This design comes from an exercise in tuning for small area on the open sky130 flow, not from production work.
Only simulation tests tie the RTL to the original design; equivalence was not proved.

Design bi_link_top, start of the top module:
module bi_link_top (
    input  logic                      clk,
    input  logic                      rst_n,
    input  logic [bi_pkg::DATA_W-1:0] in_data_i,
    input  logic                      in_valid_i,
    output logic                      in_ready_o,
    output logic [bi_pkg::DATA_W-1:0] out_data_o,
    output logic                      out_valid_o,
    input  logic                      out_ready_i,
    output bi_pkg::link_word_t        link_o,
    input  logic                      stat_req_i,
    output logic                      stat_valid_o,
    output logic [bi_pkg::BIN_W-1:0]  stat_bin_o,
    output logic [bi_pkg::SUM_W-1:0]  stat_sum_o
);
    logic [bi_pkg::DATA_W-1:0]  tx_data;
    logic                       tx_ready;
    logic                       tx_full;
    logic                       load;
    logic [bi_pkg::DATA_W-1:0]  link_raw;
    logic [bi_pkg::NUM_SEG-1:0] link_inv;
    logic                       link_full;
    logic                       link_ready;
    logic [bi_pkg::NUM_SEG-1:0] code_inv;
    logic [4*3-1:0]             seg_tog;
    bi_tx_stage u_tx_stage (
        .clk        (clk),
        .rst_n      (rst_n),
        .in_data_i  (in_data_i),
        .in_valid_i (in_valid_i),
        .in_ready_o (in_ready_o),
        .tx_ready_i (tx_ready),
        .tx_data_o  (tx_data),
        .tx_valid_o (tx_full)
    );
    for (genvar g = 0; g < bi_pkg::NUM_SEG; g++) begin : gen_seg_coder
        bi_seg_coder u_seg_coder (
            .seg_i (tx_data[g*bi_pkg::SEG_W +: bi_pkg::SEG_W]),
            .raw_i (link_raw[g*bi_pkg::SEG_W +: bi_pkg::SEG_W]),
            .inv_i (link_inv[g]),
            .inv_o (code_inv[g]),
            .tog_o (seg_tog[g*3 +: 3])
        );
    end
    bi_link_reg u_link_reg (
        .clk          (clk),
        .rst_n        (rst_n),
        .tx_full_i    (tx_full),
        .link_ready_i (link_ready),
        .tx_ready_o   (tx_ready),
        .load_o       (load),
        .full_o       (link_full),
        .raw_i        (tx_data),
        .inv_i        (code_inv),
        .raw_o        (link_raw),
        .inv_o        (link_inv),
        .link_o       (link_o)
    );
    bi_rx_stage u_rx_stage (
        .clk          (clk),
        .rst_n        (rst_n),
        .raw_i        (link_raw),
        .link_full_i  (link_full),
        .link_ready_o (link_ready),
        .out_data_o   (out_data_o),
  ...
clock: 12.0 ns
lec_check: 0
abc_area: 1
cap_margin: 0
core_margin: 2
core_utilization: 65
slew_margin: 0
standard.sh (not shown) runs the stock make flow with config.mk's settings and CLKGATE_MAP_FILE= SYNTH_SCRIPT=/design/flow/synth_recipe.tcl, a recipe that flattens the netlist after the stock synthesis.
==> flow/flow/run.sh <==
#!/bin/bash
# Standard layout with three changes:
#  - synthesis maps the logic with an area-oriented ABC script (flow/abc_area.script);
#    everything else in synthesis, registers included, is the standard synthesis
#  - the port buffers use the smallest buffer cell
#  - clock tree synthesis uses larger sink clusters and no dummy loads
set -euo pipefail
W=$(pwd)
# the standard synthesis script, with only the ABC script swapped
sed "s|^source \$::env(SCRIPTS_DIR)/synth_preamble.tcl|&\nset abc_args [lreplace \$abc_args 1 1 $W/flow/abc_area.script]|" \
    "$FLOW_HOME/scripts/synth.tcl" > "$W/area_synth_body.tcl"
grep -q "abc_area.script\]" "$W/area_synth_body.tcl"
sed "s|source \$::env(SCRIPTS_DIR)/synth.tcl|source $W/area_synth_body.tcl|" "$W/synth_recipe.tcl" > "$W/area_synth.tcl"
grep -q "area_synth_body.tcl" "$W/area_synth.tcl"
sed "s|SYNTH_SCRIPT=[^ ]*|SYNTH_SCRIPT=$W/area_synth.tcl|" "$W/standard.sh" > "$W/area_standard.sh"
grep -q "SYNTH_SCRIPT=$W/area_synth.tcl" "$W/area_standard.sh"
export BUFFER_PORTS_ARGS="-buffer_cell sky130_fd_sc_hd__buf_1"
export CTS_ARGS="-sink_clustering_enable -repair_clock_nets -sink_clustering_size 30 -sink_clustering_max_diameter 80 -buf_list sky130_fd_sc_hd__clkbuf_16 -dont_use_dummy_load"
bash "$W/area_standard.sh" > "$W/standard.log" 2>&1
==> flow/flow/abc_area.script <==
strash
&get -n
&fraig -x
&put
dc2
strash
&get -n
&dch -f
&nf -a -p -R 1000
&put
topo
dnsize -c
Edit:
- CORE_UTILIZATION: 65 -> 75
Effect: The changed run passed the timing, DRC and antenna checks; wire length came out higher by about 0.9%; count of clock-buffer cells in the layout shrinks by 1; utilization went up by 11 points; synthesized area stays the same.
Edit:
- GPL_TIMING_DRIVEN: unset -> 0
Effect: The changed run finished with timing, DRC and antenna clean; final area rose slightly; global-route usage rose by 0.49 points; maximum frequency fell by a few percent; via count rose slightly; cell count hardly moves; wire length rose slightly; non-clock buffer count rose by 2.


## run 1
bi_link_top, a different RTL version from the one above (not shown whole).
Size in the first run: about 1900 cells after synthesis, roughly 140 I/O pins, ~0.022 mm² of cells after synthesis.
make LEC_CHECK=0 ABC_AREA=1 CAP_MARGIN=20 CORE_MARGIN=2 CORE_UTILIZATION=40 CTS_BUF_LIST=sky130_fd_sc_hd__clkbuf_16 CTS_CLUSTER_DIAMETER=50 CTS_CLUSTER_SIZE=18 SLEW_MARGIN=20 finish   # period 12.0 ns
run.sh (not shown) runs the stock make flow with config.mk's settings and CLKGATE_MAP_FILE= SYNTH_SCRIPT=/design/flow/synth_recipe.tcl, a recipe that flattens the netlist after the stock synthesis.
Stock flow here: none of the scripts above is used.
Run 1: PASS, flow complete, no timing, DRC or antenna violations
## Diff of input files: run 2 against run 1
Settings: CTS_CLUSTER_DIAMETER removed (was 50); CTS_BUF_LIST removed (was sky130_fd_sc_hd__clkbuf_16); CTS_CLUSTER_SIZE removed (was 18).
Findings:
- Reported for run 1 and run 2, path depth of the worst reg2reg path turned out identical to the last digit.
- Per the comparison of run 2 with run 1, clock-buffer cell count grew by 22; hold slack essentially unchanged.
- Going from run 1 to run 2, routed wire length now sits at about the same level; clock-pin slew on the worst setup and hold paths level; number of placement rows neither gained nor lost much.
- Any difference in full die area between run 2 and run 1 is small enough to ignore.
Relative to run 2, the following input files were edited for run 3:
Settings: changing SLEW_MARGIN from 20 to 0; changing CAP_MARGIN from 20 to 0; changing CORE_UTILIZATION from 40 to 60.
==> flow/flow/run.sh (new file) <==
#!/bin/bash
# Standard layout with two changes: the port buffers use the smallest buffer
# cell, and clock tree synthesis uses larger sink clusters without dummy loads.
set -euo pipefail
export BUFFER_PORTS_ARGS="-buffer_cell sky130_fd_sc_hd__buf_1"
export CTS_ARGS="-sink_clustering_enable -repair_clock_nets -sink_clustering_size 30 -sink_clustering_max_diameter 80 -buf_list sky130_fd_sc_hd__clkbuf_16 -dont_use_dummy_load"
bash standard.sh > standard.log 2>&1
==> flow/standard.sh (new file) <==
#!/bin/bash
# synth_recipe.tcl (not shown) runs the flow's synth.tcl, then flattens the netlist and writes it again
# the make line also repeats each setting of config.mk as NAME=value (left out here)
make -C /OpenROAD-flow-scripts/flow DESIGN_CONFIG=/design/flow/config.mk WORK_HOME=/design/flow/orfs CLKGATE_MAP_FILE= SYNTH_SCRIPT=/design/flow/synth_recipe.tcl "${@:-finish}"
removed: flow/run.sh
--- outcome ---
Run 2 finished end to end and its layout was clean on timing, DRC and antenna. Having completed the whole flow, run 3 delivered a layout that passed the timing, DRC and antenna checks. Run 3 vs run 2: met2 routed wirelength down by a few percent. Worst setup slack came out higher on run 3 than on run 2. Of run 2 and run 3, the higher clock latency at the later pin of the worst-skew pair belongs to run 2. Routed wire length: run 3 vs run 2 down 4.7%. Post-synthesis share of cell area spent on xor and xnor gates came out exactly the same in run 2 and run 3. Summary of run 3 over run 2: die outline height dropped 43 µm, cell count dropped 306, fraction of met3 tracks used by global routing dropped 1.1 points. Sort run 2 and run 3 by number of clock-tree buffers in the layout desc -> top: run 2. Row TritonCTS buffer count: run 3 lower / run 2 higher.
What run 4 does differently from run 3 at the input level:
Settings: CTS_BUF_LIST newly set to sky130_fd_sc_hd__clkbuf_4; CAP_MARGIN changed from 0 to 20; SLEW_MARGIN changed from 0 to 20; CORE_UTILIZATION changed from 60 to 40.
==> flow/run.sh (new file) <==
#!/bin/bash
# synth_recipe.tcl (not shown) runs the flow's synth.tcl, then flattens the netlist and writes it again
# the make line also repeats each setting of config.mk as NAME=value (left out here)
make -C /OpenROAD-flow-scripts/flow DESIGN_CONFIG=/design/flow/config.mk WORK_HOME=/design/flow/orfs CLKGATE_MAP_FILE= SYNTH_SCRIPT=/design/flow/synth_recipe.tcl finish
removed: flow/flow/run.sh
removed: flow/standard.sh
Run 4 reached the end of the flow, and the finished layout is clean on the timing, DRC and antenna checks. Row count: run 4 vs run 3 up 16. Compared with run 3, final cell count in run 4 increased by more than 10%. Worst slack at placement was lower in the run labelled run 3. Area: run 4 vs run 3 -> run 4 larger. Compared with run 3, run 4 shows a lower sequential share of layout area. Run 4 vs run 3: worst endpoint data arrival time up in run 4.
Here is what was changed in the inputs of run 5 compared with run 4.
Settings: CTS_BUF_LIST now sky130_fd_sc_hd__clkbuf_16, was sky130_fd_sc_hd__clkbuf_4; CTS_CLUSTER_DIAMETER now 60, previously not set; CTS_CLUSTER_SIZE now 24, previously not set.
Notes after the runs:
Run 5 -> run 4: detailed placer's ending HPWL delta 0, exact match. Every run in the comparison, run 4 and run 5, completed the flow with a clean layout. Looking at required time of the worst setup path, run 5 sits below run 4. Sort run 4 and run 5 by core occupancy in the finished layout desc -> top: run 4. Run 5: aggregate global-route resource usage is 0.36 points lower than what run 4 reported.

port drivers added, routing unchanged:
No port has a modelled driver above. Below, the same layouts with a new extraction and two added sets of constraints. Step 1 (the two cells are an assumption about what drives the block):
set clk [get_ports {clk}]
set_driving_cell -lib_cell sky130_fd_sc_hd__clkbuf_16 $clk
set_driving_cell -lib_cell sky130_fd_sc_hd__buf_2 [delete_from_list [all_inputs] $clk]
Step 2 adds t to the input delays and takes it off the output delays; t is the mean of the earliest and latest rising clock arrival at the registers after step 1. Input paths then give back, and output paths get back, about the clock's delay inside the block. Three values: ideal, step 1, step 2; two values: the first two.
| run | t, ns | slack for setup (ns) | cell pins on the clock port's net |
|---|---|---|---|
| the first run of note 1 | 0.576 | 3.029 / 3.029 / 3.029 | 1 |
| the second run of note 1 | 0.561 | 2.991 / 2.991 / 2.991 | 1 |
| the third run of note 1 | 0.573 | 2.641 / 2.641 / 2.641 | 1 |
| run 1 | 0.631 | 2.758 / 2.758 / 2.758 | 1 |
| run 2 | 0.629 | 2.762 / 2.762 / 2.762 | 1 |
| run 3 | 0.595 | 2.783 / 2.783 / 2.783 | 1 |
| run 4 | 0.900 | 2.744 / 2.744 / 2.744 | 1 |
| run 5 | 0.615 | 2.755 / 2.755 / 2.755 | 1 |
After both steps every run listed still meets setup and hold.
